Background: an optimization exercise with open tools, aiming at small area. Do not read the settings as production practice.
Where RTL was checked, it was by simulation tests only, not by an equivalence proof against the original.
Power is estimated from default activity; no workload was simulated.

## trial 89
==> flow/design.v <==
`timescale 1ns/1ps
`default_nettype none
package cpu_pkg;
    localparam logic [3:0] OP_ADD  = 4'h0;
    localparam logic [3:0] OP_SUB  = 4'h1;
    localparam logic [3:0] OP_AND  = 4'h2;
    localparam logic [3:0] OP_OR   = 4'h3;
    localparam logic [3:0] OP_XOR  = 4'h4;
    localparam logic [3:0] OP_NOT  = 4'h5;
    localparam logic [3:0] OP_SLA  = 4'h6;
    localparam logic [3:0] OP_SRA  = 4'h7;
    localparam logic [3:0] OP_LI   = 4'h8;
    localparam logic [3:0] OP_LW   = 4'h9;
    localparam logic [3:0] OP_SW   = 4'hA;
    localparam logic [3:0] OP_BIZ  = 4'hB;
    localparam logic [3:0] OP_BNZ  = 4'hC;
    localparam logic [3:0] OP_HALT = 4'hD;
    localparam logic [3:0] OP_JMP  = 4'hE;
endpackage
`default_nettype wire
`timescale 1ns/1ps
`default_nettype none
module cpu_control (
    input  logic       clk,
    input  logic       rst,
    input  logic [3:0] op,           
    input  logic       ready,
    input  logic       t,            
    output logic [3:0] ph,
    output logic       init,
    output logic       fetch,
    output logic       rot1,
    output logic       rot2,
    output logic       mem,
    output logic       in_pc,
    output logic       halted
);
    localparam logic [2:0] S_INIT  = 3'd0;   
    localparam logic [2:0] S_FETCH = 3'd1;
    localparam logic [2:0] S_WAIT  = 3'd4;   
    localparam logic [2:0] S_ROT1  = 3'd5;   
    localparam logic [2:0] S_ROT2  = 3'd6;   
    localparam logic [2:0] S_MEM   = 3'd2;   
    localparam logic [2:0] S_PC    = 3'd7;   
    localparam logic [2:0] S_HALT  = 3'd3;
    logic [2:0] st;
    logic       ph15;
    assign ph15   = (ph == 4'd15);
    assign init   = (st == S_INIT);
    assign fetch  = (st == S_FETCH);
    assign rot1   = (st == S_ROT1);
    assign rot2   = (st == S_ROT2);
    assign mem    = (st == S_MEM);
    assign in_pc  = (st == S_PC);
    assign halted = (st == S_HALT);
    always_ff @(posedge clk or negedge rst) begin
        if (!rst) begin
            st <= S_INIT;
            ph <= 4'd0;
        end else begin
            ph <= ph + 4'd1;
            case (st)
                S_INIT:  if (ph15) st <= S_FETCH;
                S_FETCH: if (ready) begin
                    if (op == cpu_pkg::OP_LW)        st <= S_MEM;
                    else if (op == cpu_pkg::OP_HALT) st <= S_HALT;
                    else                             st <= S_WAIT;
                end
                S_WAIT:  if (ph15) st <= S_ROT1;
                S_ROT1:  if (ph15) st <= (op == cpu_pkg::OP_SW && !t) ? S_MEM : S_ROT2;
                S_ROT2:  if (ph15) st <= S_PC;
                S_MEM:   if (ready) st <= t ? S_WAIT : S_ROT2;
                S_PC:    if (ph15) st <= S_FETCH;
                default: st <= S_HALT;
            endcase
        end
    end
endmodule
`default_nettype wire
`timescale 1ns/1ps
`default_nettype none
module cpu_fetch_unit (
    input  logic        clk,
    input  logic        init,
    input  logic        fetch,
    input  logic        rot1,
    input  logic        rot2,
    input  logic        mem,
    input  logic        in_pc,
    input  logic [3:0]  ph,
    input  logic [15:0] mem_rdata,
    input  logic        a,           
    input  logic        sum,         
    input  logic        cout,
    input  logic        taken,
    output logic        t,
    output logic        c,
    output logic        immbit,
    output logic        w0,
    output logic        w1,
    output logic        pc0,
    output logic [7:0]  mem_addr,
    output logic [15:0] mem_wdata,
    output logic        mem_we
);
    logic [7:0]  pc;
    logic [7:0]  imm;
    logic [15:0] w;
    logic        ldsel;      
    assign ldsel  = mem | (rot1 & t);
    assign immbit = ph[3] ? imm[7] : imm[ph[2:0]];
    assign w0     = w[0];
    assign w1     = w[1];
    assign pc0    = pc[0];
    assign mem_addr  = ldsel ? imm : pc;
    assign mem_wdata = w;
    assign mem_we    = mem & ~t;
    always_ff @(posedge clk) begin
        if (fetch) imm <= mem_rdata[7:0];
        if (init || (in_pc && !ph[3])) pc <= {sum & ~init, pc[7:1]};
        if (rot1 || rot2) w <= {(rot1 & t) ? mem_rdata[ph] : a, w[15:1]};
        c <= cout;
        if (fetch)     t <= (mem_rdata[15:12] == cpu_pkg::OP_LW);
        else if (rot2) t <= taken;
    end
endmodule
`default_nettype wire
`timescale 1ns/1ps
`default_nettype none
module cpu_regfile (
    input  logic        clk,
    input  logic [3:0]  we_lo,    
    input  logic [3:0]  we_hi,    
    input  logic        wbit,     
    input  logic [3:0]  ra,       
    output logic        a         
);
    logic [15:0] regs [16];
    logic [15:0] cur;
    always_ff @(posedge clk) begin
        for (int i = 0; i < 16; i++) begin
            regs[i] <= {(we_lo[i % 4] & we_hi[i / 4]) ? wbit : regs[i][0], regs[i][15:1]};
        end
    end
    always_comb begin
        for (int i = 0; i < 16; i++) cur[i] = regs[i][0];
    end
    assign a = cur[ra];
endmodule
`default_nettype wire
`timescale 1ns/1ps
`default_nettype none
module cpu_execute (
    input  logic [3:0] op,
    input  logic       init,
    input  logic       in_pc,
    input  logic       ph0,
    input  logic       ph15,
    input  logic       a,        
    input  logic       w0,       
    input  logic       w1,       
    input  logic       immbit,   
    input  logic       pc0,      
    input  logic       t,        
    input  logic       c,        
    output logic       sum,
    output logic       cout,
    output logic       wbit,     
    output logic       taken     
);
    logic is_sub, is_br, is_logic, is_or, xa, xb, cin, cinit;
    assign is_sub   = (op == cpu_pkg::OP_SUB);
    assign is_br    = (op == cpu_pkg::OP_BIZ) | (op == cpu_pkg::OP_BNZ);
    assign is_logic = ~in_pc & (op >= cpu_pkg::OP_AND) & (op <= cpu_pkg::OP_NOT);
    assign is_or    = (op == cpu_pkg::OP_OR);
    assign xa = in_pc ? pc0 : a;
    always_comb begin
        if (in_pc)                                            xb = t & immbit;
        else if (is_br || op == cpu_pkg::OP_NOT)              xb = 1'b1;
        else if (op == cpu_pkg::OP_SLA)                       xb = a;
        else                                                  xb = w0 ^ is_sub;
    end
    assign cinit = in_pc | is_sub | is_or;
    assign cin   = (ph0 | is_logic) ? cinit : c;
    assign sum   = xa ^ xb ^ cin;
    assign cout  = (xa & xb) | (xa & cin) | (xb & cin);
    logic whi, wlo;
    assign whi = op[0] ? w0 : immbit;                                    
    always_comb begin
        if (op[2:0] == 3'd7)       wlo = ph15 ? w0 : w1;                 
        else if (op[2:1] == 2'b01) wlo = cout;                           
        else                       wlo = sum;
    end
    assign wbit = ~init & (op[3] ? whi : wlo);
    assign taken = (op == cpu_pkg::OP_JMP) | ((op == cpu_pkg::OP_BIZ) & ~cout)
                 | ((op == cpu_pkg::OP_BNZ) & cout);
endmodule
`default_nettype wire
`timescale 1ns/1ps
`default_nettype none
module cpu_top (
    input  logic                   clk,
    input  logic                   rst,
    output logic [8-1:0] mem_addr,
    output logic [16-1:0] mem_wdata,
    output logic                   mem_we,
    output logic                   mem_req_valid,
    input  logic                   mem_req_ready,
    input  logic [16-1:0] mem_rdata,
    output logic                   halted
);
    logic [3:0] ph;
    logic       init, fetch, rot1, rot2, mem, in_pc;
    logic       t, c, immbit, w0, w1, pc0, sum, cout, wbit, taken, a;
    logic [3:0] op;
    logic [3:0] ra;
    logic [3:0] we_lo, we_hi;
    logic       wr;
    assign op = mem_rdata[15:12];
    assign mem_req_valid = fetch | mem;
    cpu_control control_inst (
        .clk    (clk),
        .rst    (rst),
        .op     (op),
        .ready  (mem_req_ready),
        .t      (t),
        .ph     (ph),
        .init   (init),
        .fetch  (fetch),
        .rot1   (rot1),
        .rot2   (rot2),
        .mem    (mem),
        .in_pc  (in_pc),
        .halted (halted)
    );
    cpu_fetch_unit fetch_inst (
        .clk       (clk),
        .init      (init),
        .fetch     (fetch),
        .rot1      (rot1),
        .rot2      (rot2),
        .mem       (mem),
        .in_pc     (in_pc),
        .ph        (ph),
        .mem_rdata (mem_rdata),
        .a         (a),
        .sum       (sum),
        .cout      (cout),
        .taken     (taken),
        .t         (t),
        .c         (c),
        .immbit    (immbit),
        .w0        (w0),
        .w1        (w1),
        .pc0       (pc0),
        .mem_addr  (mem_addr),
        .mem_wdata (mem_wdata),
        .mem_we    (mem_we)
    );
    cpu_execute execute_inst (
        .op     (op),
        .init   (init),
        .in_pc  (in_pc),
        .ph0    (ph == 4'd0),
        .ph15   (ph == 4'd15),
        .a      (a),
        .w0     (w0),
        .w1     (w1),
        .immbit (immbit),
        .pc0    (pc0),
        .t      (t),
        .c      (c),
        .sum    (sum),
        .cout   (cout),
        .wbit   (wbit),
        .taken  (taken)
    );
    always_comb begin
        if (rot1 && op <= cpu_pkg::OP_XOR)
            ra = mem_rdata[3:0];
        else if (op == cpu_pkg::OP_SW || op == cpu_pkg::OP_BIZ || op == cpu_pkg::OP_BNZ)
            ra = mem_rdata[11:8];
        else
            ra = mem_rdata[7:4];
    end
    assign wr = rot2 & (op <= cpu_pkg::OP_LW);
    always_comb begin
        for (int i = 0; i < 4; i++) begin
            we_lo[i] = init | (wr & (mem_rdata[9:8] == 2'(i)));
            we_hi[i] = init | (mem_rdata[11:10] == 2'(i));
        end
    end
    cpu_regfile regfile_inst (
        .clk   (clk),
        .we_lo (we_lo),
        .we_hi (we_hi),
        .wbit  (wbit),
        .ra    (ra),
        .a     (a)
    );
endmodule
`default_nettype wire
export LEC_CHECK = 0
export CAP_MARGIN = 20
export CORE_MARGIN = 2
export CORE_UTILIZATION = 40
export SLEW_MARGIN = 20
export SYNTH_HIERARCHICAL = 1
create_clock -name core_clock -period 10.0 [get_ports {clk}]
standard.sh (not shown) runs the stock make flow with config.mk's settings and CLKGATE_MAP_FILE= SYNTH_SCRIPT=/design/flow/synth_recipe.tcl, a recipe that flattens the netlist after the stock synthesis.
==> flow/flow/run.sh <==
#!/bin/bash
set -euo pipefail
export BUFFER_PORTS_ARGS="-buffer_cell sky130_fd_sc_hd__buf_1"
export CTS_ARGS="-sink_clustering_enable -repair_clock_nets -dont_use_dummy_load -buf_list sky130_fd_sc_hd__clkbuf_4 -sink_clustering_size 12 -sink_clustering_max_diameter 40"
bash standard.sh synth > synth.log 2>&1
bash standard.sh floorplan > floorplan.log 2>&1
RES=orfs/results/$FLOW_PLATFORM/cpu_top/base
LIB_FILE=$FLOW_HOME/platforms/$FLOW_PLATFORM/lib/sky130_fd_sc_hd__tt_025C_1v80.lib \
ODB_IN=$RES/2_floorplan.odb ODB_OUT=$RES/2_floorplan.odb \
  openroad -no_init -exit flow/downsize.tcl > downsize.log 2>&1
bash standard.sh finish > finish.log 2>&1
==> flow/flow/downsize.tcl <==
# Swap every combinational standard cell for the smallest-area cell of the same
# function (same base name, other drive strength); flip-flops are left alone.
# Later repair steps upsize again wherever slew, capacitance or timing need it.
read_db $::env(ODB_IN)
read_liberty $::env(LIB_FILE)
set db [ord::get_db]
set best [dict create]
foreach lib [$db getLibs] {
  foreach m [$lib getMasters] {
    set n [$m getName]
    if {![regexp {^(sky130_fd_sc_hd__[a-z0-9]+)_([0-9]+)$} $n -> base drive]} { continue }
    set area [expr {[$m getWidth] * [$m getHeight]}]
    if {![dict exists $best $base] || $area < [lindex [dict get $best $base] 1]} {
      dict set best $base [list $n $area]
    }
  }
}
set swapped 0
foreach inst [[ord::get_db_block] getInsts] {
  set m [$inst getMaster]
  set n [$m getName]
  if {![regexp {^(sky130_fd_sc_hd__[a-z0-9]+)_([0-9]+)$} $n -> base drive]} { continue }
  if {[regexp {^sky130_fd_sc_hd__(df|edf|sdf|dl|sdl|tap|fill|decap|conb|diode|clk)} $n]} { continue }
  if {![dict exists $best $base]} { continue }
  set b [lindex [dict get $best $base] 0]
  set area [expr {[$m getWidth] * [$m getHeight]}]
  if {$b ne $n && [lindex [dict get $best $base] 1] < $area} {
    replace_cell [$inst getName] $b
    incr swapped
  }
}
puts "downsize: swapped $swapped cells"
write_db $::env(ODB_OUT)
> inputs changed (trial 89 -> build 52)
diff --git a/flow/design.v b/flow/design.v
--- a/flow/design.v
+++ b/flow/design.v
@@ -35,16 +35,16 @@
     output logic       in_pc,
     output logic       halted
 );
     localparam logic [2:0] S_INIT  = 3'd0;   
     localparam logic [2:0] S_FETCH = 3'd1;
-    localparam logic [2:0] S_WAIT  = 3'd4;   
-    localparam logic [2:0] S_ROT1  = 3'd5;   
-    localparam logic [2:0] S_ROT2  = 3'd6;   
-    localparam logic [2:0] S_MEM   = 3'd2;   
-    localparam logic [2:0] S_PC    = 3'd7;   
-    localparam logic [2:0] S_HALT  = 3'd3;
+    localparam logic [2:0] S_WAIT  = 3'd2;   
+    localparam logic [2:0] S_ROT1  = 3'd3;   
+    localparam logic [2:0] S_ROT2  = 3'd4;   
+    localparam logic [2:0] S_MEM   = 3'd5;   
+    localparam logic [2:0] S_PC    = 3'd6;   
+    localparam logic [2:0] S_HALT  = 3'd7;
     logic [2:0] st;
     logic       ph15;
     assign ph15   = (ph == 4'd15);
     assign init   = (st == S_INIT);
     assign fetch  = (st == S_FETCH);
@@ -68,11 +68,11 @@
                 end
                 S_WAIT:  if (ph15) st <= S_ROT1;
                 S_ROT1:  if (ph15) st <= (op == cpu_pkg::OP_SW && !t) ? S_MEM : S_ROT2;
                 S_ROT2:  if (ph15) st <= S_PC;
                 S_MEM:   if (ready) st <= t ? S_WAIT : S_ROT2;
-                S_PC:    if (ph15) st <= S_FETCH;
+                S_PC:    if (ph == 4'd7) st <= S_FETCH;
                 default: st <= S_HALT;
             endcase
         end
     end
 endmodule
@@ -115,11 +115,11 @@
     assign mem_addr  = ldsel ? imm : pc;
     assign mem_wdata = w;
     assign mem_we    = mem & ~t;
     always_ff @(posedge clk) begin
         if (fetch) imm <= mem_rdata[7:0];
-        if (init || (in_pc && !ph[3])) pc <= {sum & ~init, pc[7:1]};
+        if (init || in_pc) pc <= {sum & ~init, pc[7:1]};
         if (rot1 || rot2) w <= {(rot1 & t) ? mem_rdata[ph] : a, w[15:1]};
         c <= cout;
         if (fetch)     t <= (mem_rdata[15:12] == cpu_pkg::OP_LW);
         else if (rot2) t <= taken;
     end
@@ -166,34 +166,37 @@
     output logic       sum,
     output logic       cout,
     output logic       wbit,     
     output logic       taken     
 );
-    logic is_sub, is_br, is_logic, is_or, xa, xb, cin, cinit;
-    assign is_sub   = (op == cpu_pkg::OP_SUB);
-    assign is_br    = (op == cpu_pkg::OP_BIZ) | (op == cpu_pkg::OP_BNZ);
-    assign is_logic = ~in_pc & (op >= cpu_pkg::OP_AND) & (op <= cpu_pkg::OP_NOT);
-    assign is_or    = (op == cpu_pkg::OP_OR);
+    logic is_sub, is_br, xa, xb, cin;
+    assign is_sub = (op == cpu_pkg::OP_SUB);
+    assign is_br  = (op == cpu_pkg::OP_BIZ) | (op == cpu_pkg::OP_BNZ);
     assign xa = in_pc ? pc0 : a;
     always_comb begin
-        if (in_pc)                                            xb = t & immbit;
-        else if (is_br || op == cpu_pkg::OP_NOT)              xb = 1'b1;
-        else if (op == cpu_pkg::OP_SLA)                       xb = a;
-        else                                                  xb = w0 ^ is_sub;
-    end
-    assign cinit = in_pc | is_sub | is_or;
-    assign cin   = (ph0 | is_logic) ? cinit : c;
-    assign sum   = xa ^ xb ^ cin;
-    assign cout  = (xa & xb) | (xa & cin) | (xb & cin);
-    logic whi, wlo;
-    assign whi = op[0] ? w0 : immbit;                                    
+        if (in_pc)                       xb = t & immbit;
+        else if (is_br)                  xb = 1'b1;      
+        else if (op == cpu_pkg::OP_SLA)  xb = a;         
+        else                             xb = w0 ^ is_sub;
+    end
+    assign cin  = ph0 ? (in_pc | is_sub) : c;
+    assign sum  = xa ^ xb ^ cin;
+    assign cout = (xa & xb) | (xa & cin) | (xb & cin);
     always_comb begin
-        if (op[2:0] == 3'd7)       wlo = ph15 ? w0 : w1;                 
-        else if (op[2:1] == 2'b01) wlo = cout;                           
-        else                       wlo = sum;
+        case (op)
+            cpu_pkg::OP_ADD, cpu_pkg::OP_SUB: wbit = sum;
+            cpu_pkg::OP_AND: wbit = a & w0;
+            cpu_pkg::OP_OR:  wbit = a | w0;
+            cpu_pkg::OP_XOR: wbit = a ^ w0;
+            cpu_pkg::OP_NOT: wbit = ~a;
+            cpu_pkg::OP_SLA: wbit = cin;
+            cpu_pkg::OP_SRA: wbit = ph15 ? w0 : w1;
+            cpu_pkg::OP_LI:  wbit = immbit;
+            default:         wbit = w0;          
+        endcase
+        if (init) wbit = 1'b0;
     end
-    assign wbit = ~init & (op[3] ? whi : wlo);
     assign taken = (op == cpu_pkg::OP_JMP) | ((op == cpu_pkg::OP_BIZ) & ~cout)
                  | ((op == cpu_pkg::OP_BNZ) & cout);
 endmodule
 `default_nettype wire
 `timescale 1ns/1ps
==> comparison <==
- Wire length of the first global-routing pass (lower): build 52
- Build 52 ends up with higher combinational group power than trial 89 does.
- | sequential share of layout area | build 52 vs trial 89 | 0.22 points lower |
- Cmp trial 89 and build 52 / met2 track utilization from global routing / higher: trial 89
- NOTE: setup slack in build 52 falls short of that of trial 89
No functional check of the RTL was part of trial 89.

## what the ideal ports hide
No port has a modelled driver above. Below, the same layouts with a new extraction and two added sets of constraints. Step 1: set_driving_cell puts a clkbuf_16 on clk and a buf_2 on each other input, an assumption about the parent block. Step 2 also shifts input and output timing later by t, the mid clock arrival at the registers, as if the neighbouring blocks saw the same clock. Three values: ideal, step 1, step 2; two values: the first two.
run	shift t [ns]	setup WS [ns]	clock arrival spread, ns	pins driven straight from the clock port
trial 89	0.606	3.961 / 3.959 / 3.353	0.060 / 0.060	1
build 52	0.599	3.683 / 3.691 / 3.092	0.092 / 0.092	1
After both steps setup and hold are still met in every run listed. For trial 89, which loses most, drivers alone change the setup slack by -0.002 ns; drivers and shift together by -0.608 ns.
